Source: an optimization exercise on an open RTL-to-GDS flow (aim: small area, a short achievable clock period and few clock cycles per item). Production flows keep margins and buffers that such runs may drop.
Where RTL was checked, it was by simulation tests only, not by an equivalence proof against the original.
The RTL of runs 2 and 6 was laid out without a check of its function.
Power figures rest on the tool's default switching activity, not on a simulated workload.

## design/flow/config.mk

```make
export PLATFORM = sky130hd
export DESIGN_NAME = icache
export DESIGN_NICKNAME = icache
export VERILOG_FILES = /design/flow/design.v
export SDC_FILE = /design/flow/constraint.sdc
export NUM_CORES = 4
export LEC_CHECK = 0
export CAP_MARGIN = 20
export CORE_MARGIN = 2
export CORE_UTILIZATION = 40
export SLEW_MARGIN = 20
```

## design/flow/constraint.sdc

```tcl
create_clock -name core_clock -period 5.5 [get_ports {clk}]
set_input_delay 1.1000 -clock core_clock [delete_from_list [all_inputs] [get_ports {clk}]]
set_output_delay 1.1000 -clock core_clock [all_outputs]
set_load 0.01 [all_outputs]
```

## design/flow/design.v

```verilog
module icache #(
  parameter int WIDTH = 32,
  parameter int LINES = 16,
  parameter int WPL   = 4
) (
  input  logic             clk,
  input  logic             rst,
  input  logic [WIDTH-1:0] pc_fetch,
  input  logic             inv_all,
  output logic [WIDTH-1:0] instr_fetch,
  output logic             stall_pc,
  output logic             mem_req,
  output logic [WIDTH-1:0] mem_addr,
  input  logic [WIDTH-1:0] mem_rdata,
  input  logic             mem_rvalid
);
  localparam int OFF_W    = $clog2(WPL);
  localparam int IDX_W    = $clog2(LINES);
  localparam int LINE_LSB = 2 + OFF_W;
  localparam int TAG_W    = WIDTH - LINE_LSB - IDX_W;
  localparam logic [OFF_W-1:0] LAST_BEAT = OFF_W'(WPL - 1);
  typedef enum logic [1:0] {
    S_IDLE      = 2'd0,
    S_REFILL    = 2'd1,
    S_FILL_DONE = 2'd2
  } state_t;
  state_t            state_q, state_d;
  logic [OFF_W-1:0]  beat_q, beat_d;
  logic              cancel_q, cancel_d;
  logic              mem_req_q, mem_req_d;
  logic [WIDTH-1:0]  mem_addr_q, mem_addr_d;
  logic [LINES-1:0]  valid_q, valid_d;
  logic [TAG_W-1:0]  tag_q  [LINES];
  logic [WIDTH-1:0]  data_q [LINES][WPL];
  logic [OFF_W-1:0]  pc_off;
  logic [IDX_W-1:0]  pc_idx;
  logic [TAG_W-1:0]  pc_tag;
  logic [IDX_W-1:0]  fill_idx;
  logic [TAG_W-1:0]  fill_tag;
  logic              hit;
  logic              beat_fire;
  logic              last_beat;
  logic              unused_bits;
  assign pc_off   = pc_fetch[LINE_LSB-1:2];
  assign pc_idx   = pc_fetch[LINE_LSB+IDX_W-1:LINE_LSB];
  assign pc_tag   = pc_fetch[WIDTH-1:LINE_LSB+IDX_W];
  assign fill_idx = mem_addr_q[LINE_LSB+IDX_W-1:LINE_LSB];
  assign fill_tag = mem_addr_q[WIDTH-1:LINE_LSB+IDX_W];
  assign unused_bits = ^{pc_fetch[1:0], mem_addr_q[LINE_LSB-1:0]};
  assign hit       = valid_q[pc_idx] && (tag_q[pc_idx] == pc_tag);
  assign beat_fire = (state_q == S_REFILL) && mem_rvalid;
  assign last_beat = beat_fire && (beat_q == LAST_BEAT);
  always_comb begin
    stall_pc    = (state_q != S_IDLE) || !hit;
    instr_fetch = '0;
    if (!stall_pc) begin
      instr_fetch = data_q[pc_idx][pc_off];
    end
  end
  assign mem_req  = mem_req_q;
  assign mem_addr = mem_addr_q;
  always_comb begin
    state_d    = state_q;
    beat_d     = beat_q;
    cancel_d   = cancel_q;
    mem_req_d  = mem_req_q;
    mem_addr_d = mem_addr_q;
    valid_d    = valid_q;
    case (state_q)
      S_IDLE: begin
        if (!hit) begin
          state_d    = S_REFILL;
          mem_req_d  = 1'b1;
          mem_addr_d = {pc_fetch[WIDTH-1:LINE_LSB], {LINE_LSB{1'b0}}};
          beat_d     = '0;
          cancel_d   = 1'b0;
        end
      end
      S_REFILL: begin
        if (inv_all) begin
          cancel_d = 1'b1;
        end
        if (beat_fire) begin
          beat_d = beat_q + 1'b1;
          if (last_beat) begin
            state_d   = S_FILL_DONE;
            mem_req_d = 1'b0;
            cancel_d  = 1'b0;
          end
        end
      end
      S_FILL_DONE: begin
        state_d = S_IDLE;
      end
      default: begin
        state_d   = S_IDLE;
        mem_req_d = 1'b0;
      end
    endcase
    if (inv_all) begin
      valid_d = '0;
    end else if (last_beat && !cancel_q) begin
      valid_d[fill_idx] = 1'b1;
    end
  end
  always_ff @(posedge clk) begin
    if (rst) begin
      state_q    <= S_IDLE;
      beat_q     <= '0;
      cancel_q   <= 1'b0;
      mem_req_q  <= 1'b0;
      mem_addr_q <= '0;
      valid_q    <= '0;
    end else begin
      state_q    <= state_d;
      beat_q     <= beat_d;
      cancel_q   <= cancel_d;
      mem_req_q  <= mem_req_d;
      mem_addr_q <= mem_addr_d;
      valid_q    <= valid_d;
    end
  end
  always_ff @(posedge clk) begin
    if (beat_fire && !rst) begin
      data_q[fill_idx][beat_q] <= mem_rdata;
    end
    if (last_beat && !rst) begin
      tag_q[fill_idx] <= fill_tag;
    end
  end
endmodule
```

## design/flow/run.sh

```bash
#!/bin/bash
# synth_recipe.tcl (not shown) runs the flow's synth.tcl, then flattens the netlist and writes it again
# the make line also repeats each setting of config.mk as NAME=value (left out here)
make -C /OpenROAD-flow-scripts/flow DESIGN_CONFIG=/design/flow/config.mk WORK_HOME=/design/flow/orfs CLKGATE_MAP_FILE= SYNTH_SCRIPT=/design/flow/synth_recipe.tcl finish
```

==> summary.txt, run 1 <==
TritonCTS created about 240 clock buffers. Counting stages on the worst path, the most repeated cell is buf_4. The number of buffers added on ports is between 100 and 150. After synthesis, the netlist uses ~60 different library cells. The total power per unit cell area came out at about 350 nW/um^2.

The overall die height is 493 um. STA classifies the critical path startpoint as a primary input. From left edge to right edge, the die measures around 490 um. On the critical path, the stage with the largest delay is an instance of mux4_1.

Combinational logic burns ~5.1% of the power. The internal power component is approximately 30 mW. The signal arrival time at the worst endpoint is approximately 4.3 ns.

The signal on the critical path passes through buf_16 -> buf_4 -> mux4_1 -> mux2i_2 -> xnor2_1 -> or3_1 -> a211oi_2 -> and4_4 -> nand3_2 -> buf_12 -> nor2b_2 -> buf_4 -> clkdlybuf4s50_1. After floorplanning, the core was divided into roughly 180 placement rows. The initial detailed-routing violation count came out at about 4400. The clock share of power is 41.3%. The via count of the first global-routing pass is about 45000. The critical path in this run is classified as in2out. For this block, the routed nets add up to between 200 and 250 mm of wire. The smallest setup slack after layout came out at approximately 0.057 ns.

The fraction of power spent switching nets is between 20% and 30%. The number of placed instances, taps included, is ~7400. The power spent charging and discharging nets is 8.16 mW.

Dividing the detail-routed via count by the number of cells gives around 5.6. The number of max-slew violations in the final report came out at 0. The number of levels in the clock H-tree came out at 4. The flop and latch count out of synthesis came out at roughly 2500. For this design the static power due to leakage is about 35 nW. The number of iterations in the first detailed-routing pass is 7. The number of max-cap violations came out at 0.

The clock arrives with 0.0608 ns of skew. The total core area is around 240000 um^2. At the end of routability-driven placement, the weighted congestion stood at about 0.8. The relative area change from synthesis to final layout is 16.9%. The I/O pin count is 134. The tightest min-delay check is of the reg2reg type.

The average instance in the mapped netlist occupies approximately 24 um^2. In the post-synthesis netlist, the biggest area contributors are edfxtp_1 76%, mux4_2 18%, dfxtp_1 1.0%. Entering global routing, the biggest net connects 67 pins.

The maximum clock path buffer count is 3. The clock-pin slew on the worst setup and hold paths is ~0.060 ns. The highest cell delay on the worst timing path came out at between 0.5 and 0.6 ns. The number of antenna violations at the first check in global routing came out at 16. The overflow left after global routing came out at 0. The count of warnings emitted by yosys came out at 1. The fill cell instance count of the final layout came out at ~19000. STA classifies the critical path endpoint as an output pin. The worst-case register-to-register setup slack is 2.12 ns.

For the final routed database, the setup TNS stands at 0 ns. The number of sinks driven by the clock tree came out at about 2500. The die covers 243000 um^2. The part of the power in registers is a little over half. Clock tree synthesis selected as its root buffer the cell clkbuf_16. For this run, the leading register cell type out of synthesis is edfxtp_1. In this run the tightest slew margin relative to its limit is a little under a fifth. The proportion of synthesized chip area in sequential cells came out at 77.5%. The mean routed wirelength per cell is 28.8 um. The number of enable flip-flop cells after synthesis came out at 2432. The global routing usage summed across all routing layers is a little under a fifth. The total number of vias came out at between 40000 and 50000. VDD sags by at most about 0.26 mV. In this run the remaining antenna-violating nets after routing total 0. The mapped cell area is 95500 um^2. The final setup violation count is 0. The initial core utilization is between 40% and 50%.

The number of remaining DRC errors came out at 0. The clock latency on the worst-skew pair is 0.87 ns. The total count of hold-check failures in the final report came to 0. The final-layout worst hold slack came out at roughly 0.46 ns. The highest clock rate is between 0.15 and 0.2 GHz. The net count of the finished layout is between 4000 and 5000. The first-pass GRT wire length is between 300 and 400 mm.

The run finished with no timing, DRC or antenna violations. The measured slew at the worst slew-check pin came out at about 1.2 ns. In the synthesized netlist, the number of instances is 4001. In the final layout, the share of cells above drive strength 1 is between 30 and 40%.

The worst path in the final design needs a cycle of roughly 5.4 ns, including I/O delays and setup. TritonCTS built the clock tree. The required arrival time at the worst endpoint is approximately 4.4 ns.

The maximum net fanout on the critical path came out at 12. The synthesized design spends more area on one cell type than any other, namely edfxtp_1. The share of the synthesized area in the top cell type is 76.5%. The fraction of registers with async set or reset after synthesis came out at 0%. After legalization and detailed placement, the total HPWL measured 134 mm.

The count of placed standard cells in the final layout, fillers left out came out at around 7900. Dividing the final minimum period by the clock period gives a little over nine tenths. The setup slack after placement is -0.251 ns.
-- cell type report --
| class | instances | area [um^2] | share of cell area [%] |
|---|---|---|---|
| Sequential cell | 2482 | 74000 | 66.3 |
| Clock buffer | 308 | 6330 | 5.67 |
| Clock inverter | 139 | 1390 | 1.24 |
| Timing Repair Buffer | 432 | 4640 | 4.15 |
| Tap cell | 3167 | 3960 | 3.55 |
| Multi-Input combinational cell | 1302 | 21200 | 19.0 |
| Inverter | 10 | 37.5 | 0.0336 |
| Antenna cell | 14 | 35.0 | 0.0314 |
-- logic make-up after synthesis --
group                    after synthesis  synth area share (%)
other                                  1               0.00393
AND/OR/NAND/NOR                      314                  1.54
flip-flops                          2482                  77.5
adder cells (fa/ha/maj)                6                0.0786
multiplexers                         854                  18.8
AO/OA/AOI/OAI                         90                 0.688
buffers and inverters                220                  1.04
XOR/XNOR                              34                 0.312
-- synth_stat cells, types with 13 or more instances --
cell	count
buf_1	38
edfxtp_1	2432
a21oi_1	22
nand2_1	85
mux4_2	751
mux2i_1	97
nor2b_1	42
clkbuf_1	115
buf_4	18
xor2_1	18
xnor2_1	16
buf_2	30
nor3_1	13
dfxtp_1	50
nor2_1	114
nand3_1	17
-- critical path, delay by kind of cell --
family / cells / cell delay (ns)
and+or+nand+nor: 4 / 0.88
muxes: 2 / 0.80
buffers and inverters: 5 / 1.12
AOI/OAI and AO/OA: 1 / 0.31
xor gates and xnor gates: 1 / 0.08
-- path summary, 6_finish.rpt --
kind,endpoint,from,depth (start not counted)
max reg2reg,data_q[55][6]$_DFFE_PP_,state_q[0]$_SDFFE_PP0P_,8
min,valid_q[3]$_SDFFE_PP0P_,valid_q[3]$_SDFFE_PP0P_,2
max,instr_fetch[20],pc_fetch[5],13
min reg2reg,valid_q[3]$_SDFFE_PP0P_,valid_q[3]$_SDFFE_PP0P_,2
-- state kept, by name (all words and copies together) (netlist names) --
| signal | count |
|---|---|
| valid_q | 16 |
| mem_req_q | 1 |
| state_q | 2 |
| cancel_q | 1 |
| mem_addr_q | 28 |
| data_q | 2048 |
| beat_q | 2 |
| tag_q | 384 |
-- routing by layer --
layer | vias up | track usage (%) | share of wire [%] | routed length, um
li1 | 18100 | - | - | -
met3 | 295 | 4.15 | 7.0 | 15800
met2 | 1385 | 31.0 | 50 | 114000
met4 | 10 | 4.54 | 1.9 | 4360
met1 | 24000 | 24.8 | 41 | 91900
met5 | - | 0 | 0.030 | 69
-- metrics by stage --
stage,total power [mW],area [um^2],util [%]
2_1_floorplan,22.3,95500,-
3_3_place_gp,23.2,103000,43.5
3_5_place_dp,23.3,103000,43.5
4_1_cts,39.3,111000,46.8
5_1_grt,40.2,112000,47.0
6_report,39.0,112000,47.0
-- placed cells by master (no fill, tap or decap), types with 6 or more instances in the layout --
master           count
nand3_1             16
ha_1                 6
clkinv_1            52
mux4_2             751
xnor2_1             13
xor2_1              18
nor2_1              37
buf_12              78
clkbuf_1            61
clkbuf_16          241
diode_2             14
nor2_4              76
edfxtp_1          2432
mux2i_2              9
a21oi_1             22
dfxtp_1             50
mux2i_1             88
nor2b_1             38
clkinv_2            45
bufinv_16           22
nor3b_1              7
nand2_1             85
nand2b_1            10
inv_1                9
clkbuf_8             7
clkdlybuf4s50_1     59
nor3_1              10
a22oi_1             12
dlymetal6s2s_1      29
buf_4              254
-- power groups by stage --
| stage | sequential (mW) | clock (mW) | combinational [mW] |
|---|---|---|---|
| floorplan | 21.3 | 0 | 1.06 |
| CTS | 20.9 | 16.4 | 1.98 |
| global placement | 21.3 | 0 | 1.94 |
| detailed placement | 21.3 | 0 | 1.97 |
| global route | 20.9 | 17.2 | 2.11 |
| finish | 20.9 | 16.1 | 1.99 |
-- timing repair --
| action | CTS | global route |
|---|---|---|
| cloned | 1 | 1 |
| hold buffers | 0 | 0 |
| endpoints found under the hold margin | 0 | 0 |
| setup endpoints to repair | 33 | 32 |
| gates resized for setup | 17 | 56 |
| buffers inserted | 0 | 8 |
| pin swaps | 2 | 3 |
Testbench counts, summed over its fixed seeds: cycles 56,504, fetches 24,000.
==> inputs of run 2 (changes only) <==
==> design/flow/design.v (replaced) <==
module icache #(
  parameter int WIDTH = 32,
  parameter int LINES = 16,
  parameter int WPL   = 4
) (
  input  logic             clk,
  input  logic             rst,
  input  logic [WIDTH-1:0] pc_fetch,
  input  logic             inv_all,
  output logic [WIDTH-1:0] instr_fetch,
  output logic             stall_pc,
  output logic             mem_req,
  output logic [WIDTH-1:0] mem_addr,
  input  logic [WIDTH-1:0] mem_rdata,
  input  logic             mem_rvalid
);
  localparam int OFF_W    = $clog2(WPL);
  localparam int IDX_W    = $clog2(LINES);
  localparam int LINE_LSB = 2 + OFF_W;
  localparam int TAG_W    = WIDTH - LINE_LSB - IDX_W;
  localparam int LA_W     = WIDTH - LINE_LSB;
  localparam logic [OFF_W-1:0] LAST_BEAT = OFF_W'(WPL - 1);
  logic              open_q;
  logic [LA_W-1:0]   addr_q;
  logic [OFF_W-1:0]  beat_q;
  logic              taint_q;
  logic [LINES-1:0]  valid_q;
  logic [TAG_W-1:0]  tag_q  [LINES];
  logic [WIDTH-1:0]  data_q [LINES][WPL];
  logic [OFF_W-1:0]  pc_off;
  logic [IDX_W-1:0]  pc_idx;
  logic [TAG_W-1:0]  pc_tag;
  logic [IDX_W-1:0]  fill_idx;
  logic [IDX_W-1:0]  wr_idx;
  logic [OFF_W-1:0]  wr_off;
  logic [LINES-1:0]  line_hit;
  logic [LINES-1:0]  line_match;
  logic              hit;
  logic              tag_match;
  logic              part_ok;
  logic              start;
  logic              beat;
  logic              last_beat;
  logic              bypass;
  logic [WIDTH-1:0]  rd_word;
  logic              unused_bits;
  assign pc_off   = pc_fetch[LINE_LSB-1:2];
  assign pc_idx   = pc_fetch[LINE_LSB+IDX_W-1:LINE_LSB];
  assign pc_tag   = pc_fetch[WIDTH-1:LINE_LSB+IDX_W];
  assign fill_idx = addr_q[IDX_W-1:0];
  assign unused_bits = ^pc_fetch[1:0];
  always_comb begin
    for (int i = 0; i < LINES; i++) begin
      line_match[i] = (tag_q[i] == pc_tag);
      line_hit[i]   = line_match[i] && valid_q[i];
    end
  end
  assign tag_match = line_match[pc_idx];
  assign part_ok = open_q && !taint_q && (pc_idx == fill_idx) &&
                   ((pc_off < beat_q) || ((pc_off == beat_q) && mem_rvalid));
  assign hit      = line_hit[pc_idx] || (tag_match && part_ok);
  assign stall_pc = !hit;
  assign bypass  = mem_rvalid && (pc_idx == fill_idx) && (pc_off == beat_q);
  always_comb begin
    rd_word = '0;
    for (int i = 0; i < LINES; i++)
      rd_word = rd_word | (data_q[i][pc_off] & {WIDTH{pc_idx == IDX_W'(i)}});
  end
  assign instr_fetch = bypass ? mem_rdata : rd_word;
  assign start    = !open_q && !line_hit[pc_idx];
  assign mem_req  = open_q || start;
  assign mem_addr = open_q ? {addr_q, {LINE_LSB{1'b0}}}
                           : {pc_fetch[WIDTH-1:LINE_LSB], {LINE_LSB{1'b0}}};
  assign beat      = mem_rvalid && (open_q || start);
  assign last_beat = beat && open_q && (beat_q == LAST_BEAT);
  assign wr_idx    = open_q ? fill_idx : pc_idx;
  assign wr_off    = open_q ? beat_q : '0;
  always_ff @(posedge clk) begin
    if (rst) begin
      open_q  <= 1'b0;
      beat_q  <= '0;
      taint_q <= 1'b0;
      valid_q <= '0;
    end else begin
      if (start) begin
        open_q  <= 1'b1;
        beat_q  <= OFF_W'(beat);
        taint_q <= inv_all;
      end else if (open_q) begin
        if (beat) beat_q <= beat_q + 1'b1;
        if (inv_all) taint_q <= 1'b1;
        if (last_beat) open_q <= 1'b0;
      end
      if (inv_all) begin
        valid_q <= '0;
      end else begin
        if (start) valid_q[pc_idx] <= 1'b0;
        if (last_beat && !taint_q) valid_q[fill_idx] <= 1'b1;
      end
    end
  end
  always_ff @(posedge clk) begin
    if (start) begin
      addr_q <= pc_fetch[WIDTH-1:LINE_LSB];
    end
  end
  always_ff @(posedge clk) begin
    if (start && !rst) begin
      tag_q[pc_idx] <= pc_tag;
    end
    if (beat && !rst) begin
      data_q[wr_idx][wr_off] <= mem_rdata;
    end
  end
endmodule
--- a/design/flow/config.mk
+++ b/design/flow/config.mk
@@ -10,2 +10,3 @@
 export CORE_UTILIZATION = 40
+export SETUP_SLACK_MARGIN = 1.2
 export SLEW_MARGIN = 20
==> summary.txt, run 2 <==
Dividing the final minimum period by the clock period gives just over 80%. Summing over every cut layer, the via total after detailed routing is approximately 52000. The share of the synthesized area in the top cell type came out at 76.8%. The clock skew after layout is roughly 0.094 ns. The worst slew slack as a fraction of its limit came out at about 28%. The chip width came out at about 490 um. The flop and latch count out of synthesis is 2480. By count the netlist is led by 2460 x edfxtp_1, 513 x mux4_2, 356 x xnor2_1. The tightest min-delay check is of the in2reg type. The number of flip-flops under the largest register name is slightly above 2000. The overflow left after global routing is 0.

For this run, the leading register cell type out of synthesis is edfxtp_1. TritonCTS built the clock tree. The setup slack after placement came out at -0.0153 ns.

Among all stages on the critical path, the largest delay is contributed by nor4_4. The maximum number of pins on one net before global-route repair is 66. The total count of hold-check failures in the final report was 0. The largest voltage drop on the vdd net came out at about 0.31 mV. Dividing the detail-routed wire length by the instance count gives 33.9 um.

The most common cell in the synthesized netlist is edfxtp_1. The critical path class is in2out. The total power per unit cell area is ~330 nW/um^2.

The count of buffers added on input and output ports is ~130. The weighted congestion at the end of routability-driven global placement came out at about 0.82. The number of max-cap violations came out at 0. The category of the worst setup path capture point is an output pin. At the worst endpoint, the required time is 4.40 ns. The final core utilization came out at approximately half. Setup repair after global routing could not meet its margin everywhere. For this run, the number of Yosys warnings is 1.

The fraction of registers with async set or reset after synthesis came out at 0%. CTS built an H-tree with a depth of 4. The net count of the finished layout came out at around 5500. Measured along the y axis, the die boundary spans 494 um. The half-perimeter wire length after detailed placement is 160 mm. In the global route stage, overall resource usage came out at a little under a quarter. The final-layout worst hold slack is 0.459 ns. The highest clock rate is roughly 0.22 GHz. Summed over all instances, the cell type with the most area after synthesis is edfxtp_1. Summing all non-filler instances in the final layout gives an area of approximately 120000 um^2. The share of final-layout standard cells stronger than drive strength 1 came out at between 30% and 40%. The number of buffers added by the clock tree synthesis step came out at between 200 and 250. Along the worst path, the maximum fanout reaches 3.

The cell type group with the largest total delay on the critical path is simple AND/OR/NAND/NOR gates. The first-pass GRT wire length is 404 mm. The core region is 239000 um^2. The placed cell area is between 100000 and 150000 um^2. For this run, design rule violations remaining after detail routing come to 0. The library cell used most frequently in the layout, excluding fill and tap cells, is edfxtp_1. In the post-synthesis netlist, the biggest area contributors are edfxtp_1 77%, mux4_2 12%, xnor2_1 3.2%.

Walking the worst path, the cells encountered are buf_8 -> buf_12 -> buf_12 -> xnor2_4 -> nand4_1 -> nor4_4 -> buf_4 -> nand4_1 -> a32oi_2 -> nand4_4 -> a21boi_4 -> buf_6. CTS saw between 2000 and 2500 sinks. Ranked by flip-flop count, first place goes to data_q. The via count of the first global-routing pass came out at about 50000. The number of enable flip-flop cells after synthesis came out at between 2000 and 2500. The worst setup path is launched from a primary input. The root buffer cell chosen for the clock tree is clkbuf_16. At the later pin of the worst-skew pair, clock insertion delay measures 0.90 ns.

The initial detailed-routing violation count came out at ~7600. The flow ran to the end and the layout has no timing, DRC or antenna violations. The number of max-slew violations in the final report is 0. For this configuration, the core starts out at a cell density of roughly two fifths.

In the layout the commonest cells are 2460 x edfxtp_1, 513 x mux4_2, 435 x buf_4. The hold buffer count at cts is 0. The clock-pin slew on the worst setup and hold paths is 0.06 ns. Each instance of the synthesized netlist takes up on average around 21 um^2. The number of instances in the synthesized netlist is ~4600.

The signal arrival time at the worst endpoint is between 3 and 4 ns. Summed over all cells, the static leakage comes to approximately 37 nW. The I/O pin count came out at approximately 130. The total chip power is ~40 mW.

After detailed routing, the total wire length is ~300 mm. The number of placement rows is 179. The detail route stage leaves a number of antenna-violating nets equal to 0. The number of buffer and inverter instances along the worst setup path is 5.

The number of antenna violations at the first check in global routing came out at 10. The area enclosed by the die boundary came out at 244000 um^2. Summing the sequential cell areas from Yosys gives between 70% and 80% of the chip area. The number of distinct library cell variants in the gate-level netlist after synthesis came out at 54. The mapped cell area is about 96000 um^2. In the final layout, the registers with the most flip-flops are data_q (2048), tag_q (384), addr_q (28).

The maximum clock path buffer count came out at 3. The highest cell delay on the worst timing path is around 0.36 ns. The measured slew at the worst slew-check pin is roughly 1.1 ns. The final setup violation count came out at 0.

The number of iterations in the first detailed-routing pass came out at 5. The smallest setup slack after layout is between 0.9 and 1 ns. The relative area change from synthesis to final layout is 23.3%. The clock period minus worst slack is ~4.5 ns. The average vias per placed instance is around 6.0.
run 2: stage by stage:
stage               TNS [ns]  instances
floorplan                  0       4556
global route               0       8762
CTS                        0       8648
global placement           0       8013
detailed placement   -0.0273       8013
finish                     0       8764
run 2: timing repair:
action	CTS	global route
endpoints found under the setup margin	36	35
gates cloned	26	16
pin swaps	114	128
resized for setup	502	161
buffers inserted	183	98
run 2: path summary, 6_finish.rpt:
kind	slack, ns	from	cells after the start	endpoint
max	0.97	pc_fetch[23]	12	stall_pc
min	0.46	pc_fetch[16]	1	tag_q[6][8]$_DFFE_PP_
max reg2reg	1.89	tag_q[8][15]$_DFFE_PP_	13	data_q[60][27]$_DFFE_PP_
min reg2reg	0.48	valid_q[2]$_SDFF_PP0_	2	valid_q[2]$_SDFF_PP0_
run 2: metal layers:
metal  up-vias  wire [um]  part of all wire, %  global-route usage, %
met1     28300     117000                   39                   33.6
met2      3023     141000                   47                   37.8
met5         -         48                0.016                      0
li1      20600          -                    -                      -
met4         8       9210                  3.1                   6.83
met3       476      30300                   10                   4.62
run 2: final cells by class:
cell class / count / area, um^2
clock inverter: 133 / 1310
inverter: 23 / 97.6
multi-input combinational: 1801 / 22300
sequential: 2480 / 74300
tap: 3167 / 3960
antenna: 2 / 5.00
timing repair buffer: 865 / 10300
clock buffer: 293 / 6160
fill: 19000 / 120000
run 2: kinds of logic (layout without fill, tap and decap cells):
kind of cell,Yosys count,in the layout,share of synthesized area (%)
flops,2480,2480,77.3
mux,543,543,12.4
simple gates,494,494,2.60
xor+xnor,389,389,3.54
compound gates,359,359,2.68
buf+inv,275,1314,1.40
fa+ha+maj,12,12,0.156
other cells,1,6,0.00390
run 2: power breakdown:
group          switching [mW]  total, mW  internal, mW
Sequential             0.0307       20.9          20.9
Combinational            1.50       2.71          1.21
Clock                    7.15       15.9          8.79
Total                    8.68       39.5          30.9
==> inputs of run 3 (changes only) <==
--- a/design/flow/design.v
+++ b/design/flow/design.v
@@ -63,7 +63,3 @@
   assign bypass  = mem_rvalid && (pc_idx == fill_idx) && (pc_off == beat_q);
-  always_comb begin
-    rd_word = '0;
-    for (int i = 0; i < LINES; i++)
-      rd_word = rd_word | (data_q[i][pc_off] & {WIDTH{pc_idx == IDX_W'(i)}});
-  end
+  assign rd_word = data_q[pc_idx][pc_off];
   assign instr_fetch = bypass ? mem_rdata : rd_word;
--- a/design/flow/config.mk
+++ b/design/flow/config.mk
@@ -10,3 +10,2 @@
 export CORE_UTILIZATION = 40
-export SETUP_SLACK_MARGIN = 1.2
 export SLEW_MARGIN = 20
==> summary.txt, run 3 <==
The total routed wirelength came out at between 200 and 250 mm. The weighted congestion at the end of routability-driven global placement came out at just over 0.8. The measured slew at the worst slew-check pin is 1.06 ns. The global routing usage summed across all routing layers is 18.9%. The register with the most flip-flops in the layout has around 2000 of them. The required arrival time at the worst endpoint is between 4 and 5 ns. In this run the vertical extent of the chip is 497 um. TritonCTS built the clock tree. The signal arrival time at the worst endpoint is about 4.4 ns. Summed over all cells, the static leakage comes to 35.6 nW. The clock-pin slew on the worst setup and hold paths is ~0.060 ns. The number of sinks driven by the clock tree came out at around 2500. The source of the worst register-to-register timing path is tag_q[11][14]$_DFFE_PP_. The capture point of the worst reg-to-reg path is data_q[4][7]$_DFFE_PP_. Summed over all nets, wire length on met2 after detailed routing comes to roughly 120 mm.

Sequential cells were found to cover 76.4% of the synthesized design area. The register ranked first by flip-flop count is data_q. The worst hold path was traced through 2 stages. The commonest cells after synthesis are 2460 x edfxtp_1, 674 x mux4_2, 202 x xnor2_1. The fraction of registers with async set or reset after synthesis is 0%.

The final setup violation count came out at 0. The number of distinct library cell variants in the gate-level netlist after synthesis is 66. The cell area after layout came out at about 110000 um^2. The final core utilization is 47.3%.

Entering global routing, the biggest net connects 66 pins. The number of buffers added on ports is 127. The worst slew slack as a fraction of its limit came out at between 20% and 30%.

The count of warnings emitted by yosys came out at 1. The average vias per placed instance is about 5.5. The largest registers in the layout are data_q (2048), tag_q (384), addr_q (28). The maximum net fanout on the critical path came out at 21. The worst setup path is of the in2out kind. The post-detailed-route count of antenna-violating nets is 0. edfxtp_1 is the most common cell in the netlist. The top cell type by total area after synthesis is edfxtp_1. The initial core utilization is 40.3%. For this run the aggregate overflow at the end of global routing stands at 0.

The total number of vias is around 45000. Yosys mapped a number of flops with a built-in enable equal to around 2500. The clock skew after layout is about 0.05 ns. The number of antenna violations at the first check in global routing is 22. The smallest setup slack after layout is between 0.05 and 0.06 ns. The maximum clock path buffer count came out at 4.

For the worst flop-to-flop path, the logic depth is 10. The sum of routed wire segments on met1 came out at ~98 mm. The via count of the first global-routing pass is between 40000 and 50000. The setup slack after placement is -0.164 ns. The number of iterations in the first detailed-routing pass came out at 6. The run finished with no timing, DRC or antenna violations. The I/O pin count came out at between 100 and 150. The detailed-routed wire length on met3 came out at 14.5 mm. The number of max-slew violations in the final report came to 0. The total count of hold-check failures in the final report is 0. The half-perimeter wire length after detailed placement came out at 143 mm.

After layout, the worst path uses around 99% of the clock period. The number of levels in the clock H-tree came out at 5. The floorplan step defined a die boundary enclosing 247000 um^2. Dividing the detail-routed wire length by the instance count gives around 29 um. The post-route netlist has a little under a third of its cells at a drive strength greater than 1.

In this run the core area contains 180 standard-cell rows. The library cell used most frequently in the layout, excluding fill and tap cells, is edfxtp_1. The synthesized area divided by synthesized cell count is approximately 23 um^2. The total core area came out at 241000 um^2. The uppermost layer routed is met5. The clock period minus worst slack is around 5.4 ns.

The number of max-cap violations is 0. Setup repair after global routing left no endpoint under its margin. STA classifies the critical path endpoint as an output pin. The net count of the finished layout came out at roughly 4900. The chip width is just under 500 um. The number of instances in the synthesized netlist is 4313. The share of the synthesized area in the top cell type came out at approximately three quarters. For this run, the leading register cell type out of synthesis is edfxtp_1.

The worst hold path terminates at valid_q[8]$_SDFF_PP0_. Counting the buffers created by CTS gives 275. The root buffer cell chosen for the clock tree is clkbuf_16. By area the synthesized netlist is led by edfxtp_1 76%, mux4_2 16%, xnor2_1 1.8%. The worst-case register-to-register setup slack came out at about 1.8 ns. The number of remaining DRC errors is 0. The clock latency on the worst-skew pair came out at 0.89 ns.

The total power per unit cell area is 356 nW/um^2. The mapped cell area is between 90000 and 100000 um^2. The flop and latch count out of synthesis is around 2500. Leaving out fill and tap cells, the most frequent cells in the layout are 2460 x edfxtp_1, 674 x mux4_2, 286 x clkbuf_16. In this run the most critical hold path is launched from valid_q[8]$_SDFF_PP0_. The initial detailed-routing violation count came out at slightly below 5000. The kind of start point of the critical path is a primary input. The highest clock rate is between 0.15 and 0.2 GHz. The relative area change from synthesis to final layout came out at 17.3%. The first global-routing pass estimated between 300 and 400 mm of wire.

In this run the cell area measured after placement is 106000 um^2. The class of the most critical hold timing path is reg2reg. The largest voltage drop on the vdd net is roughly 0.33 mV.
==> run 3: cell types whose count changed in the layout (fill, tap and decap cells not counted), sizes merged, moves of 32 or more <==
cell	change
xor2	+137
clkbuf	+43
nor2	-55
nand4	-95
a21oi	-37
mux4	+161
clkdlybuf4s50	+32
a22oi	-248
buf	-388
xnor2	-154
==> run 3: cells by family (layout without fill, tap and decap cells) <==
group,count (synthesis),after routing,share of synthesized area [%]
other cells,1,5,0.00386
xor+xnor,372,372,3.35
fa+ha+maj,12,12,0.154
flops,2480,2480,76.4
mux,727,727,16.2
buf+inv,268,988,1.28
compound gates,96,96,0.722
simple gates,357,357,1.85
==> run 3: critical path, stage by stage <==
cell,delay [ns]
buf_8,0.24
buf_12,0.22
buf_12,0.23
mux4_2,0.54
mux4_2,0.57
mux4_2,0.52
mux2_2,0.34
clkdlybuf4s50_1,0.52
==> run 3: repair_timing <==
item | CTS | global route
pin swaps | 1 | 0
cloned | 0 | 1
gates resized for setup | 14 | 2
buffers inserted | 1 | 0
hold buffers | 0 | 0
endpoints found under the setup margin | 1 | 2
==> run 3: cell type report <==
cell class	instances	area, um^2
tap	3185	3990
timing repair buffer	486	4980
clock inverter	108	905
inverter	40	158
fill	19500	127000
sequential	2480	74300
clock buffer	354	7410
antenna	1	2.50
multi-input combinational	1568	22300
==> run 3: metrics by stage <==
step                hold WS [ns]  instances  TNS [ns]  power, mW
global route               0.473       8221         0       41.8
floorplan                  0.435       4316    -24.24       22.5
CTS                        0.462       8220         0       41.0
global placement           0.455       7756    -0.210       23.7
finish                     0.464       8222         0       40.6
detailed placement         0.454       7757    -0.164       23.8
==> run 3: worst max path at each step <==
stage | from | to | depth (start not counted)
after floorplan | pc_fetch[4] | data_q[44][0]$_DFFE_PP_ | 8
after global placement | pc_fetch[15] | stall_pc | 13
after detailed placement | pc_fetch[15] | stall_pc | 13
after CTS | pc_fetch[2] | instr_fetch[20] | 8
after global routing | pc_fetch[8] | stall_pc | 11
final | pc_fetch[2] | instr_fetch[1] | 8
==> run 3: metal layers <==
metal / global-route usage [%] / vias up
li1: - / 19100
met1: 25.8 / 24600
met2: 31.3 / 1398
met3: 3.51 / 329
met4: 5.06 / 2
met5: 0 / -
==> run 3: where the power goes <==
group | internal (mW) | switching, mW | total, mW
combinational | 1.04 | 1.42 | 2.46
sequential | 20.9 | 0.0336 | 20.9
clock | 10.2 | 7.06 | 17.3
total | 32.1 | 8.51 | 40.6
Testbench counts of run 3, summed over its fixed seeds: cycles 34,783, fetches 24,000.
==> inputs of run 4 (changes only) <==
--- a/design/flow/design.v
+++ b/design/flow/design.v
@@ -28,3 +28,7 @@
   logic [TAG_W-1:0]  tag_q  [LINES];
-  logic [WIDTH-1:0]  data_q [LINES][WPL];
+  logic [IDX_W-1:0]  rot_q;
+  logic [WIDTH-1:0]  ring_q [LINES][WPL];
+  logic [WIDTH-1:0]  fb_q   [WPL];
+  logic [WPL-1:0]    fb_pend_q;
+  logic [IDX_W-1:0]  fb_idx_q [WPL];
   logic [OFF_W-1:0]  pc_off;
@@ -37,5 +41,8 @@
   logic [LINES-1:0]  line_match;
-  logic              hit;
+  logic [LINES-1:0]  slot_sel;
+  logic [LINES-1:0]  slot_wr;
+  logic [WPL-1:0]    fb_out;
   logic              tag_match;
   logic              part_ok;
+  logic              hit;
   logic              start;
@@ -44,3 +51,4 @@
   logic              bypass;
-  logic [WIDTH-1:0]  rd_word;
+  logic              fb_rd;
+  logic [WIDTH-1:0]  ring_rd;
   logic              unused_bits;
@@ -62,5 +70,12 @@
   assign stall_pc = !hit;
-  assign bypass  = mem_rvalid && (pc_idx == fill_idx) && (pc_off == beat_q);
-  assign rd_word = data_q[pc_idx][pc_off];
-  assign instr_fetch = bypass ? mem_rdata : rd_word;
+  always_comb begin
+    ring_rd = '0;
+    for (int p = 0; p < LINES; p++) begin
+      slot_sel[p] = (pc_idx == IDX_W'(p) - rot_q);
+      ring_rd = ring_rd | (ring_q[p][pc_off] & {WIDTH{slot_sel[p]}});
+    end
+  end
+  assign fb_rd  = fb_pend_q[pc_off] && (fb_idx_q[pc_off] == pc_idx);
+  assign bypass = mem_rvalid && (pc_idx == fill_idx) && (pc_off == beat_q);
+  assign instr_fetch = bypass ? mem_rdata : (fb_rd ? fb_q[pc_off] : ring_rd);
   assign start    = !open_q && !line_hit[pc_idx];
@@ -73,9 +88,22 @@
   assign wr_off    = open_q ? beat_q : '0;
+  always_comb begin
+    for (int k = 0; k < WPL; k++) begin
+      fb_out[k] = fb_pend_q[k] &&
+                  (OFF_W'(fb_idx_q[k] + rot_q + 1'b1) == OFF_W'(k));
+    end
+    for (int p = 0; p < LINES; p++) begin
+      slot_wr[p] = fb_pend_q[p % WPL] &&
+                   (fb_idx_q[p % WPL] + rot_q + 1'b1 == IDX_W'(p));
+    end
+  end
   always_ff @(posedge clk) begin
     if (rst) begin
-      open_q  <= 1'b0;
-      beat_q  <= '0;
-      taint_q <= 1'b0;
-      valid_q <= '0;
+      open_q    <= 1'b0;
+      beat_q    <= '0;
+      taint_q   <= 1'b0;
+      valid_q   <= '0;
+      rot_q     <= '0;
+      fb_pend_q <= '0;
     end else begin
+      rot_q <= rot_q + 1'b1;
       if (start) begin
@@ -95,2 +123,6 @@
       end
+      for (int k = 0; k < WPL; k++) begin
+        if (fb_out[k]) fb_pend_q[k] <= 1'b0;
+      end
+      if (beat) fb_pend_q[wr_off] <= 1'b1;
     end
@@ -107,3 +139,15 @@
     if (beat && !rst) begin
-      data_q[wr_idx][wr_off] <= mem_rdata;
+      fb_q[wr_off]     <= mem_rdata;
+      fb_idx_q[wr_off] <= wr_idx;
+    end
+  end
+  always_ff @(posedge clk) begin
+    for (int p = 0; p < LINES; p++) begin
+      for (int k = 0; k < WPL; k++) begin
+        if (k == p % WPL && slot_wr[p]) begin
+          ring_q[p][k] <= fb_q[k];
+        end else begin
+          ring_q[p][k] <= ring_q[(p + LINES - 1) % LINES][k];
+        end
+      end
     end
--- a/design/flow/config.mk
+++ b/design/flow/config.mk
@@ -9,3 +9,6 @@
 export CORE_MARGIN = 2
-export CORE_UTILIZATION = 40
+export CORE_UTILIZATION = 60
+export CTS_BUF_LIST = sky130_fd_sc_hd__clkbuf_8 sky130_fd_sc_hd__clkbuf_16
+export CTS_CLUSTER_SIZE = 30
+export SETUP_SLACK_MARGIN = 1.2
 export SLEW_MARGIN = 20
==> summary.txt, run 4 <==
The run finished with no timing, DRC or antenna violations. The area enclosed by the die boundary is around 150000 um^2. The fraction of the mapped netlist area in compound gates is between 3 and 4%.

The mean routed wirelength per cell is around 31 um. The xor/xnor cell area share of the yosys netlist is under 10%. After Yosys synthesis, full adders, half adders and majority gates account for less than 1% of the synthesized area. The I/O pin count is 134. The register with the most flip-flops in the layout has slightly above 2000 of them. The total core area is ~150000 um^2.

The most common cell in the netlist is dfxtp_1. The number of buffers added by the clock tree synthesis step is between 200 and 300. By area the synthesized netlist is led by dfxtp_1 47%, edfxtp_1 19%, mux4_2 14%. Among all flip-flop cells after synthesis, the most frequent one is dfxtp_1. The critical path is of the in2out type.

The synthesized area divided by synthesized cell count is 16.1 um^2. For this design the static power due to leakage is 40.8 nW. The number of antenna violations at the first check in global routing came out at 2. The tightest min-delay check is of the reg2reg type. ring_q holds more flip-flops than any other register. The total number of vias is between 50000 and 60000. The count of warnings emitted by yosys came out at 2.

The number of levels in the clock H-tree is 5. The maximum number of pins on one net before global-route repair is 70. The commonest cells after synthesis are 2076 x dfxtp_1, 556 x edfxtp_1, 549 x mux4_2. After synthesis the netlist holds a flip-flop and latch count of around 2600. The maximum net fanout on the critical path is 6.

The placed cell area is 95300 um^2. The count of inserted antenna diode cells is 0. The net count of the finished layout is between 6000 and 7000.

The most frequent standard cell in the layout excluding fill and tap cells is dfxtp_1. The final critical path takes up between 80% and 90% of the cycle. The final setup violation count is 0. In the synthesized netlist, the number of instances is 5498. After legalization and detailed placement, the total HPWL measured 151 mm. The via count of the first global-routing pass came to 52200. Global routing used between 30% and 40% of the available tracks across all layers. The number of buffers added on ports is approximately 130. STA classifies the critical path startpoint as a primary input.

The largest voltage drop on the vdd net is roughly 0.34 mV. The proportion of synthesized chip area in sequential cells came out at between 60% and 70%. Counting cells, the worst reg-to-reg path comes to 9. The share of the synthesized area in the top cell type is between 40% and 50%. The overall die height came out at 388 um. In this run the worst setup path begins at pc_fetch[7]. The chip width is 388 um. The maximum clock path buffer count is 4.

Leaving out fill and tap cells, the most frequent cells in the layout are 2071 x dfxtp_1, 556 x edfxtp_1, 549 x mux4_2. The total routed wirelength is between 200 and 300 mm. The worst-case register-to-register setup slack came out at 1.87 ns.

The number of enable flip-flop cells after synthesis is between 500 and 600. Between clock sinks in the finished design, the worst skew comes to 0.0813 ns. The cell area after layout came out at 108000 um^2. The number of max-cap violations came out at 0. The mapped cell area came out at between 80000 and 90000 um^2. For the worst setup path, the data arrival time is around 3.7 ns. The share of final-layout standard cells stronger than drive strength 1 is roughly 38%. The final-layout worst hold slack is 0.296 ns. The required arrival time at the worst endpoint came out at approximately 4.4 ns. The clock-pin slew on the worst setup and hold paths came out at around 0.06 ns. The first routing iteration left slightly below 5000 violations. STA classifies the critical path endpoint as an output pin. The number of max-slew violations in the final report came out at 0.

dfxtp_1 takes more of the synthesized area than any other cell. Setup repair after global routing could not meet its margin everywhere. The number of iterations in the first detailed-routing pass is 6. The congestion estimate from routability-driven global placement came to between 0.8 and 0.9. The worst slew slack as a fraction of its limit came out at between 20% and 30%. The relative area change from synthesis to final layout came out at 22.5%.

Counting distinct cell types in the post-synthesis netlist gives 71. After synthesis, the share of flip-flops with an asynchronous set or reset is 0%. The count of nets left with antenna violations once routing finished came out at 0.

Multiplexer cells account for 21.3% of the synthesized area. The clock period minus worst slack came out at slightly below 5 ns. After detailed routing, the number of remaining DRC violations is 0. The measured slew at the worst slew-check pin came out at around 1.2 ns.

Following the worst setup path forward leads to its endpoint at instr_fetch[6]. After filler insertion, the fill cell instance count of the layout stands at between 9000 and 10000. The buffer cell driving the clock tree root is clkbuf_16.

Power spread over the standard cell area amounts to between 300 and 400 nW/um^2. In this run the critical register-to-register path is captured at ring_q[31][12]$_DFF_P_. The largest registers in the layout are ring_q (2048), tag_q (384), fb_q (128).

The post-synthesis simple-gate area fraction came out at 3.10%. The total count of hold-check failures in the final report is 0. The number of placement rows came out at 140. The highest clock rate came out at around 0.21 GHz. The clock latency on the worst-skew pair is slightly below 0.9 ns. The initial core utilization is 60.6%. By area, the combinational part of the netlist is dominated by multiplexers.

Counting every sink on the clock net gives ~2600. The overflow left after global routing came out at 0. The average vias per placed instance is approximately 6.2. The first global-routing pass estimated 362 mm of wire.

The TritonCTS clock tree is done. In this run the critical register-to-register path is launched from rot_q[0]$_SDFF_PP0_.
[run 4: worst min path at each step]
stage                                 startpoint                     end  slack [ns]  cells past startpoint
final                     ring_q[45][22]$_DFF_P_  ring_q[49][22]$_DFF_P_        0.30                      0
after CTS                 ring_q[45][22]$_DFF_P_  ring_q[49][22]$_DFF_P_        0.30                      0
after detailed placement   ring_q[26][9]$_DFF_P_   ring_q[30][9]$_DFF_P_        0.33                      0
after global routing      ring_q[45][22]$_DFF_P_  ring_q[49][22]$_DFF_P_        0.31                      0
after global placement    ring_q[13][30]$_DFF_P_  ring_q[17][30]$_DFF_P_        0.33                      0
after floorplan            ring_q[10][0]$_DFF_P_   ring_q[14][0]$_DFF_P_        0.33                      0
[run 4: kinds of logic (layout without fill, tap and decap cells)]
logic type | after synthesis | count (layout)
AO/OA/AOI/OAI | 381 | 381
adder cells (fa/ha/maj) | 33 | 33
other | 1 | 4
flip-flops | 2632 | 2632
buffers and inverters | 340 | 1213
multiplexers | 1127 | 1127
AND/OR/NAND/NOR | 557 | 557
XOR/XNOR | 427 | 427
[run 4: area by class of cell]
cell class | instances | area [um^2] | area share (%)
Multi-Input combinational cell | 2529 | 30300 | 28.0
Tap cell | 1917 | 2400 | 2.22
Clock buffer | 334 | 7830 | 7.23
Timing Repair Buffer | 712 | 8340 | 7.71
Clock inverter | 137 | 991 | 0.916
Inverter | 30 | 123 | 0.113
Sequential cell | 2632 | 58300 | 53.8
[run 4: routing by layer]
layer	vias up	GRT usage, %	part of all wire, %
met5	-	0	0
met4	0	10.1	3.3
met3	474	5.44	7.5
met2	2288	52.3	47
met1	26700	47.6	42
li1	21900	-	-
[run 4: where the power goes]
part           leakage (nW)  switching, mW  total, mW  internal [mW]
sequential             21.8          0.531       21.2           20.7
combinational          14.3           1.62       3.37           1.75
clock                  4.62           7.34       18.1           10.7
[run 4: metrics by stage]
step | util [%] | total power, mW | instances | setup slack (ns) | setup TNS [ns]
after global placement | 65.3 | 24.5 | 7641 | -0.424 | -3.72
after detailed placement | 65.3 | 24.5 | 7641 | -0.319 | -4.21
after global routing | 74.2 | 43.8 | 8291 | 0.588 | 0
after floorplan | - | 23.1 | 5501 | 0.726 | 0
final | 74.2 | 42.7 | 8291 | 0.672 | 0
after CTS | 73.3 | 42.7 | 8242 | 0.562 | 0
[run 4: critical path, cell delays in order]
cell and delay, ns:
buf_2 0.12, buf_12 0.14, xnor2_4 0.17, buf_12 0.15, or3_4 0.39, and2_4 0.18
buf_12 0.15, buf_4 0.16, nand2_1 0.06, a21oi_1 0.08, a2111oi_4 0.25, buf_4 0.18
a41oi_2 0.14, mux2_2 0.29, buf_2 0.14
[run 4: what timing repair did]
action                                  CTS  global route
endpoints found under the setup margin   38            36
hold buffers                              0             0
gates cloned                             14            10
gates resized for setup                 443           152
buffers inserted                        116            38
pin swaps                               126            62
Testbench counts of run 4, summed over its fixed seeds: cycles 34,783, fetches 24,000.
==> inputs of run 5 (changes only) <==
--- a/design/flow/config.mk
+++ b/design/flow/config.mk
@@ -10,4 +10,2 @@
 export CORE_UTILIZATION = 60
-export CTS_BUF_LIST = sky130_fd_sc_hd__clkbuf_8 sky130_fd_sc_hd__clkbuf_16
-export CTS_CLUSTER_SIZE = 30
 export SETUP_SLACK_MARGIN = 1.2
==> summary.txt, run 5 <==
The tree is rooted in a clkbuf_16. The biggest area contributor in the post-synthesis netlist is dfxtp_1. The initial core utilization came out at between 60% and 70%. The signal arrival time at the worst endpoint is roughly 3.7 ns. After floorplanning, the core was divided into between 100 and 150 placement rows. The number of max-slew violations in the final report is 0. The half-perimeter wire length after detailed placement is about 150 mm. The cell area that synthesis handed to floorplanning was a little under 90000 um^2. The post-detailed-route count of antenna-violating nets is 0.

Leaving out fill and tap cells, the most frequent cells in the layout are 2071 x dfxtp_1, 556 x edfxtp_1, 549 x mux4_2. The overall die height is about 390 um. Global routing used approximately a third of the available tracks across all layers. Counting instances in the post-synthesis netlist gives the leading cell types as 2076 x dfxtp_1, 556 x edfxtp_1, 549 x mux4_2.

The maximum number of pins on one net before global-route repair came out at 70. Setup repair after global routing could not meet its margin everywhere. The critical path goes through buf_2 -> buf_12 -> xnor2_4 -> buf_12 -> or3_4 -> and2_4 -> buf_12 -> buf_8 -> nand2_4 -> a21oi_4 -> buf_6 -> a2111oi_4 -> a41oi_2 -> mux2_4 -> buf_6. The first-pass GRT wire length came out at about 360 mm. The tool flagged a number of max-cap violations equal to 0. The number of antenna violations at the first check in global routing is 2. The count of warnings emitted by yosys came out at 2.

Counting flops with a built-in enable in the synthesized netlist gives between 500 and 600. In this run the tightest slew margin relative to its limit is between 20% and 30%. The run finished with no timing, DRC or antenna violations.

The share of the synthesized area in the top cell type is 47.0%. By instance count, the leading cell after synthesis is dfxtp_1. The required arrival time at the worst endpoint came out at 4.40 ns. The finished cells cover 108000 um^2. The initial detailed-routing violation count came out at a little under 5000.

The synthesized area divided by synthesized cell count came out at approximately 16 um^2. The number of sinks driven by the clock tree came out at between 2000 and 3000. STA classifies the critical path startpoint as a primary input.

The fraction of registers with async set or reset after synthesis came out at 0%. Fill cells in the final layout number 9076. The share of final-layout standard cells stronger than drive strength 1 came out at a little under two fifths. The tightest min-delay check is of the reg2reg type. The measured slew at the worst slew-check pin is around 1.2 ns. Input and output buffers added on the ports amount to roughly 130. The most numerous cell type found on the critical path is buf_12. For the final database, setup skew stands at slightly above 0.08 ns. In this run the number of H-tree levels came out at 5. The average vias per placed instance came out at 6.19. The via count of the first global-routing pass came out at between 50000 and 60000.

The final cycle utilization of the critical path is 87.6%. No sink is reached through more buffers than the 4 on the longest clock path. For this run, design rule violations remaining after detail routing come to 0. The total count of hold-check failures in the final report was 0. The final setup violation count came out at 0. TritonCTS built the clock tree.

The total power per unit cell area came out at 395 nW/um^2. The number of buffers added by the clock tree synthesis step is ~270. The number of antenna diodes in the final layout is 0. For this run, the detailed router's first-pass iteration total came to 6.

Of all nets on the critical path, the largest fanout is 6. The number of flip-flops under the largest register name is about 2000. ring_q holds more flip-flops than any other register. The area enclosed by the die boundary is 150000 um^2. Of the synthesized area, sequential elements account for about two thirds. After detailed placement, the total cell area comes to roughly 95000 um^2. Ranked by total cell area, the synthesized netlist is headed by dfxtp_1 47%, edfxtp_1 19%, mux4_2 14%. The number of distinct library cell variants in the gate-level netlist after synthesis is 71. STA classifies the critical path endpoint as an output pin. The number of buffers and inverters on the critical path is 7. The setup slack after placement is -0.319 ns. The largest registers in the layout are ring_q (2048), tag_q (384), fb_q (128). On the worst path, the slowest cell contributes a delay of 0.39 ns. The critical path class is in2out.

The total core area came out at about 150000 um^2. The most instantiated flip-flop cell in the synthesis netlist is dfxtp_1. The highest clock rate came out at 0.208 GHz.

The synthesized design contains 2632 register bits. The weighted congestion at the end of routability-driven global placement came out at 0.855. The I/O pin count came out at about 130. The net count of the finished layout is ~6300. The chip width is around 390 um.

Leaving out fill and tap cells, the most frequent cell in the layout is dfxtp_1. For this design the static power due to leakage is between 40 and 50 nW. The overflow left after global routing is 0. The smallest setup slack after layout came out at approximately 0.68 ns. The total number of vias came out at between 50000 and 60000. The clock-pin slew on the worst setup and hold paths came out at around 0.06 ns.

Relative to the synthesized area, the layout overhead comes to 22.5%. The total routed wirelength came out at 253 mm. The clock latency on the worst-skew pair is just under 0.9 ns.

The mean routed wirelength per cell came out at around 30 um. Synthesis handed over a netlist of approximately 5500 instances. Among cell families on the critical path, the largest total delay comes from buffers and inverters.

Across the VDD grid, the largest voltage drop is approximately 0.34 mV. The slowest stage of the critical path belongs to the cell or3_4. After layout, the minimum clock period comes to roughly 4.8 ns.
run 5: cell families after synthesis:
group                    share of synthesized area [%]
flip-flops                                        65.9
multiplexers                                      21.3
AND/OR/NAND/NOR                                   3.10
XOR/XNOR                                          4.29
AO/OA/AOI/OAI                                     3.06
buffers and inverters                             1.84
adder cells (fa/ha/maj)                          0.484
other                                          0.00424
run 5: stage by stage:
stage / setup TNS, ns / hold WS, ns / instances / power [mW] / utilization (%)
after detailed placement: -4.21 / 0.331 / 7641 / 24.5 / 65.3
after global placement: -3.72 / 0.329 / 7641 / 24.5 / 65.3
after CTS: 0 / 0.296 / 8242 / 42.8 / 73.3
final: 0 / 0.295 / 8291 / 42.8 / 74.2
after floorplan: 0 / 0.326 / 5501 / 23.1 / -
after global routing: 0 / 0.305 / 8291 / 43.9 / 74.2
run 5: area by class of cell:
cell class	count	area [um^2]	share of cell area, %
Clock buffer	401	8090	7.47
Multi-Input combinational cell	2529	30300	28.0
Inverter	30	123	0.113
Clock inverter	70	739	0.683
Tap cell	1917	2400	2.22
Timing Repair Buffer	712	8340	7.71
Sequential cell	2632	58300	53.8
run 5: timing repair:
item | 4_1_cts | 5_1_grt
hold buffers | 0 | 0
endpoints found under the setup margin | 38 | 36
pin swaps | 126 | 62
gates resized for setup | 443 | 152
cloned | 14 | 10
buffers inserted | 116 | 38
run 5: worst reg2reg max path: cells and delay by family (launching register included):
family,cells,cell delay (ns)
fa+ha+maj,2,0.68
buf+inv,4,0.75
flops,1,0.32
mux,1,0.42
simple gates,2,1.38
run 5: worst paths after layout:
| kind | slack (ns) | cells after the start | from | end |
|---|---|---|---|---|
| worst max-delay path | 0.68 | 15 | pc_fetch[7] | instr_fetch[30] |
| worst min-delay path | 0.29 | 0 | ring_q[45][22]$_DFF_P_ | ring_q[49][22]$_DFF_P_ |
| worst max register to register | 1.87 | 9 | rot_q[0]$_SDFF_PP0_ | ring_q[31][12]$_DFF_P_ |
| worst min register to register | 0.29 | 0 | ring_q[45][22]$_DFF_P_ | ring_q[49][22]$_DFF_P_ |
run 5: metal layers:
| layer | wire [um] | track usage [%] | share of wire [%] | vias to the layer above |
|---|---|---|---|---|
| met5 | 0 | 0 | 0 | - |
| met4 | 8140 | 10.1 | 3.2 | 0 |
| met3 | 18800 | 5.44 | 7.4 | 467 |
| met2 | 119000 | 52.3 | 47 | 2251 |
| met1 | 107000 | 47.6 | 42 | 26700 |
| li1 | - | - | - | 21900 |
run 5: power by group:
group | switching (mW) | total [mW] | internal, mW | leakage, nW
Sequential | 0.530 | 21.2 | 20.7 | 21.8
Clock | 7.33 | 18.2 | 10.9 | 4.35
Combinational | 1.62 | 3.37 | 1.75 | 14.3
Total | 9.48 | 42.8 | 33.3 | 40.5
==> inputs of run 6 (changes only) <==
--- a/design/flow/design.v
+++ b/design/flow/design.v
@@ -27,4 +27,6 @@
   logic [LINES-1:0]  valid_q;
-  logic [TAG_W-1:0]  tag_q  [LINES];
+  logic [TAG_W-1:0]  tring_q [LINES];
+  logic              tpend_q;
   logic [IDX_W-1:0]  rot_q;
+  logic [IDX_W-1:0]  lid_q [LINES];    
   logic [WIDTH-1:0]  ring_q [LINES][WPL];
@@ -39,4 +41,7 @@
   logic [OFF_W-1:0]  wr_off;
-  logic [LINES-1:0]  line_hit;
-  logic [LINES-1:0]  line_match;
+  logic [LINES-1:0]  slot_match;
+  logic [LINES-1:0]  tw_start;
+  logic [LINES-1:0]  tw_pend;
+  logic              ring_hit;
+  logic              fill_match;
   logic [LINES-1:0]  slot_sel;
@@ -44,3 +49,2 @@
   logic [WPL-1:0]    fb_out;
-  logic              tag_match;
   logic              part_ok;
@@ -60,11 +64,14 @@
   always_comb begin
-    for (int i = 0; i < LINES; i++) begin
-      line_match[i] = (tag_q[i] == pc_tag);
-      line_hit[i]   = line_match[i] && valid_q[i];
+    ring_hit = 1'b0;
+    for (int p = 0; p < LINES; p++) begin
+      slot_sel[p]   = (pc_idx == lid_q[p]);
+      slot_match[p] = (tring_q[p] == pc_tag);
+      ring_hit      = ring_hit | (slot_sel[p] && slot_match[p]);
     end
+    ring_hit = ring_hit && valid_q[pc_idx];
   end
-  assign tag_match = line_match[pc_idx];
-  assign part_ok = open_q && !taint_q && (pc_idx == fill_idx) &&
+  assign fill_match = (pc_fetch[WIDTH-1:LINE_LSB] == addr_q);
+  assign part_ok = open_q && !taint_q &&
                    ((pc_off < beat_q) || ((pc_off == beat_q) && mem_rvalid));
-  assign hit      = line_hit[pc_idx] || (tag_match && part_ok);
+  assign hit      = ring_hit || (fill_match && part_ok);
   assign stall_pc = !hit;
@@ -73,4 +80,4 @@
     for (int p = 0; p < LINES; p++) begin
-      slot_sel[p] = (pc_idx == IDX_W'(p) - rot_q);
-      ring_rd = ring_rd | (ring_q[p][pc_off] & {WIDTH{slot_sel[p]}});
+      for (int k = 0; k < WPL; k++)
+        ring_rd = ring_rd | (ring_q[p][k] & {WIDTH{slot_sel[p] && (pc_off == OFF_W'(k))}});
     end
@@ -80,3 +87,3 @@
   assign instr_fetch = bypass ? mem_rdata : (fb_rd ? fb_q[pc_off] : ring_rd);
-  assign start    = !open_q && !line_hit[pc_idx];
+  assign start    = !open_q && !ring_hit;
   assign mem_req  = open_q || start;
@@ -88,2 +95,8 @@
   assign wr_off    = open_q ? beat_q : '0;
+  always_comb begin
+    for (int p = 0; p < LINES; p++) begin
+      tw_start[p] = (p % WPL == 0) && start && slot_sel[(p + LINES - 1) % LINES];
+      tw_pend[p]  = (p % WPL == 0) && tpend_q && (fill_idx + rot_q + 1'b1 == IDX_W'(p));
+    end
+  end
   always_comb begin
@@ -106,4 +119,6 @@
       fb_pend_q <= '0;
+      tpend_q   <= 1'b0;
     end else begin
-      rot_q <= rot_q + 1'b1;
+      rot_q   <= rot_q + 1'b1;
+      tpend_q <= (start && !(|tw_start)) || (tpend_q && !(|tw_pend));
       if (start) begin
@@ -135,5 +150,2 @@
   always_ff @(posedge clk) begin
-    if (start && !rst) begin
-      tag_q[pc_idx] <= pc_tag;
-    end
     if (beat && !rst) begin
@@ -144,2 +156,16 @@
   always_ff @(posedge clk) begin
+    for (int p = 0; p < LINES; p++) begin
+      if (rst) begin
+        lid_q[p] <= IDX_W'(p);
+      end else begin
+        lid_q[p] <= lid_q[(p + LINES - 1) % LINES];
+      end
+    end
+    for (int p = 0; p < LINES; p++) begin
+      if (tw_start[p] || tw_pend[p]) begin
+        tring_q[p] <= tpend_q ? addr_q[LA_W-1:IDX_W] : pc_tag;
+      end else begin
+        tring_q[p] <= tring_q[(p + LINES - 1) % LINES];
+      end
+    end
     for (int p = 0; p < LINES; p++) begin
==> summary.txt, run 6 <==
The run finished with no timing, DRC or antenna violations. ~130 I/O pins were placed. In the layout the commonest cells are 2524 x dfxtp_1, 814 x a22oi_1, 585 x mux2_2.

The largest voltage drop on the vdd net is approximately 0.40 mV. The largest registers in the layout are ring_q (2048), tring_q (384), fb_q (128). For this run, the slowest stage of the critical path takes around 0.34 ns.

At the end of the flow the core is filled with cells to between 70% and 80%. The clock passes through at most 4 buffers. The number of buffers added by the clock tree synthesis step came out at around 280. The initial core utilization is about 60%. The overflow left after global routing came out at 0.

A synthesized cell averages 13.1 um^2. The via count of the first global-routing pass is roughly 63000. With fillers left out, the area of the finished cells amounts to 110000 um^2. The class of the most critical hold timing path is reg2reg. The total chip power came out at ~45 mW. The number of buffers added on ports came out at 127. The tree is rooted in a clkbuf_16. The first-pass GRT wire length is approximately 480 mm.

Setup violations remaining at the end of the flow were counted as 0. Leaving out filler cells and counting taps, the final layout contains about 9500. The most common cell in the synthesized netlist is dfxtp_1. The relative area change from synthesis to final layout is 29.0%.

The most frequent cell on the critical path is buf_6. For this run, the top clock speed supported by timing is ~0.2 GHz. The number of flip-flops under the largest register name is about 2000.

The maximum number of pins on one net before global-route repair is 74. The number of remaining DRC errors is 0. The number of buffer and inverter instances along the worst setup path is 10. For this run, the register share of the synthesized area comes to between 60 and 70%.

The critical path is of the in2out type. After clock tree synthesis, the clock-pin slew on the worst setup and hold paths is 0.06 ns. The clock share of power is around two fifths. The total routed wirelength is around 360 mm. The area enclosed by the die boundary came out at between 100000 and 150000 um^2.

Synthesis instantiated between 60 and 70 different standard cells from the library. The number of instances in the synthesized netlist is between 6000 and 7000. The share of the synthesized area in the top cell type is 59.1%. The maximum net fanout on the critical path is 4. The number of antenna violations at the first check in global routing came out at 18. Setup repair after global routing could not meet its margin everywhere.

The number of max-slew violations in the final report is 0. Counting flops per register, the top entry is ring_q. The final layout contains between 7000 and 8000 nets. The top cell type by total area after synthesis is dfxtp_1.

The mapped cell area came out at approximately 86000 um^2. The floorplan has around 140 rows. The congestion estimate from routability-driven global placement came to ~1.0. The source of the worst register-to-register timing path is lid_q[15][2]$_SDFF_PP1_. The die is around 380 um tall. The internal power component is roughly 34 mW. For the pin with the worst max-slew slack, the measured transition is between 1 and 1.5 ns.

The aggregate negative setup slack is 0 ns. The part of the power in registers came out at just over 50%. The hold buffer count at cts is 0.

The startpoint identified for the worst hold timing path is ring_q[34][0]$_DFF_P_. The share of total power in combinational logic came out at under 10%. The worst path meets setup with 0.514 ns of slack. Among all stages on the critical path, the largest delay is contributed by a2111oi_4. The total number of vias came out at around 64000.

In this design, the largest share of critical-path delay is due to buffers and inverters. The commonest cells after synthesis are 2525 x dfxtp_1, 907 x a22oi_1, 586 x mux2_2. The number of enable flip-flop cells after synthesis is roughly 170. The most critical setup path has its startpoint at pc_fetch[6]. In the final layout, the share of cells above drive strength 1 is between 30% and 40%. Including well taps, the total number of placed cells is 8750. The worst setup path is launched from a primary input. The half-perimeter wire length after detailed placement is 226 mm. The TritonCTS clock tree is done. The number of levels in the clock H-tree is 5. The setup slack after placement came out at -0.390 ns.

Data on the critical path arrives at its endpoint at 3.89 ns. Among all flip-flop cells after synthesis, the most frequent one is dfxtp_1. The placed cell area came out at approximately 95000 um^2. Traced cell by cell, the critical path runs through buf_8 -> buf_6 -> buf_8 -> buf_6 -> xor2_4 -> nor4_4 -> buf_12 -> buf_8 -> and2_4 -> buf_12 -> buf_4 -> a2111oi_4 -> nand3_1 -> nor4_2 -> and3_4 -> o21ai_2 -> buf_6 -> buf_6. The fraction of power spent switching nets came out at between 20% and 30%. The worst slew slack as a fraction of its limit is about 13%. The total power per unit cell area is between 400 and 500 nW/um^2. The mean routed wirelength per cell is roughly 38 um.

The final-layout worst hold slack is ~0.31 ns. Subtracting the final worst setup slack from the clock period gives about 5.0 ns. The post-detailed-route count of antenna-violating nets is 0. The number of iterations in the first detailed-routing pass came out at 8.

The floorplan step defined a core boundary enclosing 142000 um^2. Counting flops and latches in the post-synthesis netlist gives around 2700. The fraction of registers with async set or reset after synthesis came out at 0%. The final cycle utilization of the critical path came out at 90.7%. The clock latency on the worst-skew pair came out at roughly 0.9 ns. The global routing usage summed across all routing layers is a little under half.

The clock skew after layout came out at ~0.07 ns. The clock drives ~2700 sinks. Ranked by total cell area, the synthesized netlist is headed by dfxtp_1 59%, a22oi_1 8.0%, mux2_2 7.7%. The power spent charging and discharging nets came out at roughly 11 mW.

The worst-case register-to-register setup slack is between 1.5 and 2 ns. The average vias per placed instance came out at around 6.8. Leaving out fill and tap cells, the most frequent cell in the layout is dfxtp_1. The die is ~380 um wide. Yosys printed 4 warnings. The required arrival time at the worst endpoint is ~4.4 ns. The number of max-cap violations is 0. The initial detailed-routing violation count is roughly 10000. The total count of hold-check failures in the final report came out at 0. The worst setup path is captured at an output pin. The leakage dissipation is between 40 and 50 nW.
## run 6: routing by layer
metal / share of wire [%] / wire length (um) / global-route usage [%] / vias up
met3: 13 / 45000 / 12.8 / 1594
met4: 8.4 / 30000 / 32.2 / 18
li1: - / - / - / 25600
met1: 36 / 129000 / 59.8 / 31800
met5: 0.055 / 195 / 0 / -
met2: 43 / 153000 / 69.7 / 5264
## run 6: final timing paths
| kind | end | depth (start not counted) |
|---|---|---|
| worst max-delay path | instr_fetch[23] | 18 |
| worst min-delay path | ring_q[38][0]$_DFF_P_ | 0 |
| worst max register to register | fb_q[0][5]$_DFFE_PP_ | 14 |
| worst min register to register | ring_q[38][0]$_DFF_P_ | 0 |
## run 6: power by group through the flow
stage	clock network [mW]	registers, mW	logic (mW)
2_1_floorplan	0	22.7	1.93
3_3_place_gp	0	23.1	3.19
3_5_place_dp	0	23.2	3.21
4_1_cts	18.5	22.8	3.41
5_1_grt	19.3	23.0	3.70
6_report	18.6	22.9	3.63
## run 6: timing repair
item | in CTS | in global routing
gates resized for setup | 627 | 211
cloned | 10 | 15
setup buffers | 196 | 37
endpoints found under the setup margin | 35 | 34
pin swaps | 190 | 149
## run 6: worst reg2reg max path: stages (launching register included)
cell     delay (ns)
dfxtp_1        0.50
xor2_4         0.25
nor4_4         0.09
buf_12         0.16
buf_8          0.14
buf_4          0.16
nand4_1        0.15
nand4_1        0.18
o41ai_4        0.36
buf_4          0.18
buf_4          0.13
buf_4          0.21
and2_2         0.19
o21a_4         0.14
buf_12         0.42
## run 6: cell type report
| cell class | instances | area [um^2] |
|---|---|---|
| Sequential cell | 2697 | 55700 |
| Fill cell | 8607 | 31200 |
| Multi-Input combinational cell | 3405 | 30800 |
| Timing Repair Buffer | 983 | 12500 |
| Clock buffer | 413 | 8300 |
| Tap cell | 1890 | 2360 |
| Clock inverter | 63 | 607 |
| Inverter | 33 | 124 |
| Antenna cell | 8 | 20.0 |
## run 6: cell families after synthesis
logic type / share of synthesized area [%]
other: 0.00438
AND/OR/NAND/NOR: 6.74
adder cells (fa/ha/maj): 0.442
buffers and inverters: 2.55
XOR/XNOR: 5.19
AO/OA/AOI/OAI: 9.70
multiplexers: 10.3
flip-flops: 65.1

afterwards: timing with drivers on the ports:
In the flow no input, the clock included, has a driving cell. The finished layouts below were timed again as built, in two steps.
Step 1 (the two cells are an assumption about what drives the block):
set clk [get_ports {clk}]
set_driving_cell -lib_cell sky130_fd_sc_hd__clkbuf_16 $clk
set_driving_cell -lib_cell sky130_fd_sc_hd__buf_2 [delete_from_list [all_inputs] $clk]
Step 2 adds t to the input delays and takes it off the output delays; t is the mean of the earliest and latest rising clock arrival at the registers after step 1. Input paths then give back, and output paths get back, about the clock's delay inside the block.
Three values: ideal, step 1, step 2; two values: the first two.
run	t (ns)	setup WS [ns]	worst register clock-pin slew, ns
run 1	0.924	0.057 / -0.050 / -0.050	0.07 / 0.07
run 2	0.943	0.971 / 0.832 / 0.721	0.07 / 0.07
run 3	0.976	0.054 / 0.003 / 0.003	0.06 / 0.06
run 4	0.929	0.672 / 0.619 / 0.649	0.07 / 0.07
run 5	0.929	0.683 / 0.633 / 0.651	0.07 / 0.07
run 6	0.965	0.514 / 0.470 / 0.470	0.07 / 0.07
Met with ideal ports but missed after step 2: setup timing in run 1. The setup slack of run 2, which loses most, moves by -0.139 ns with the drivers and by -0.250 ns with both steps.
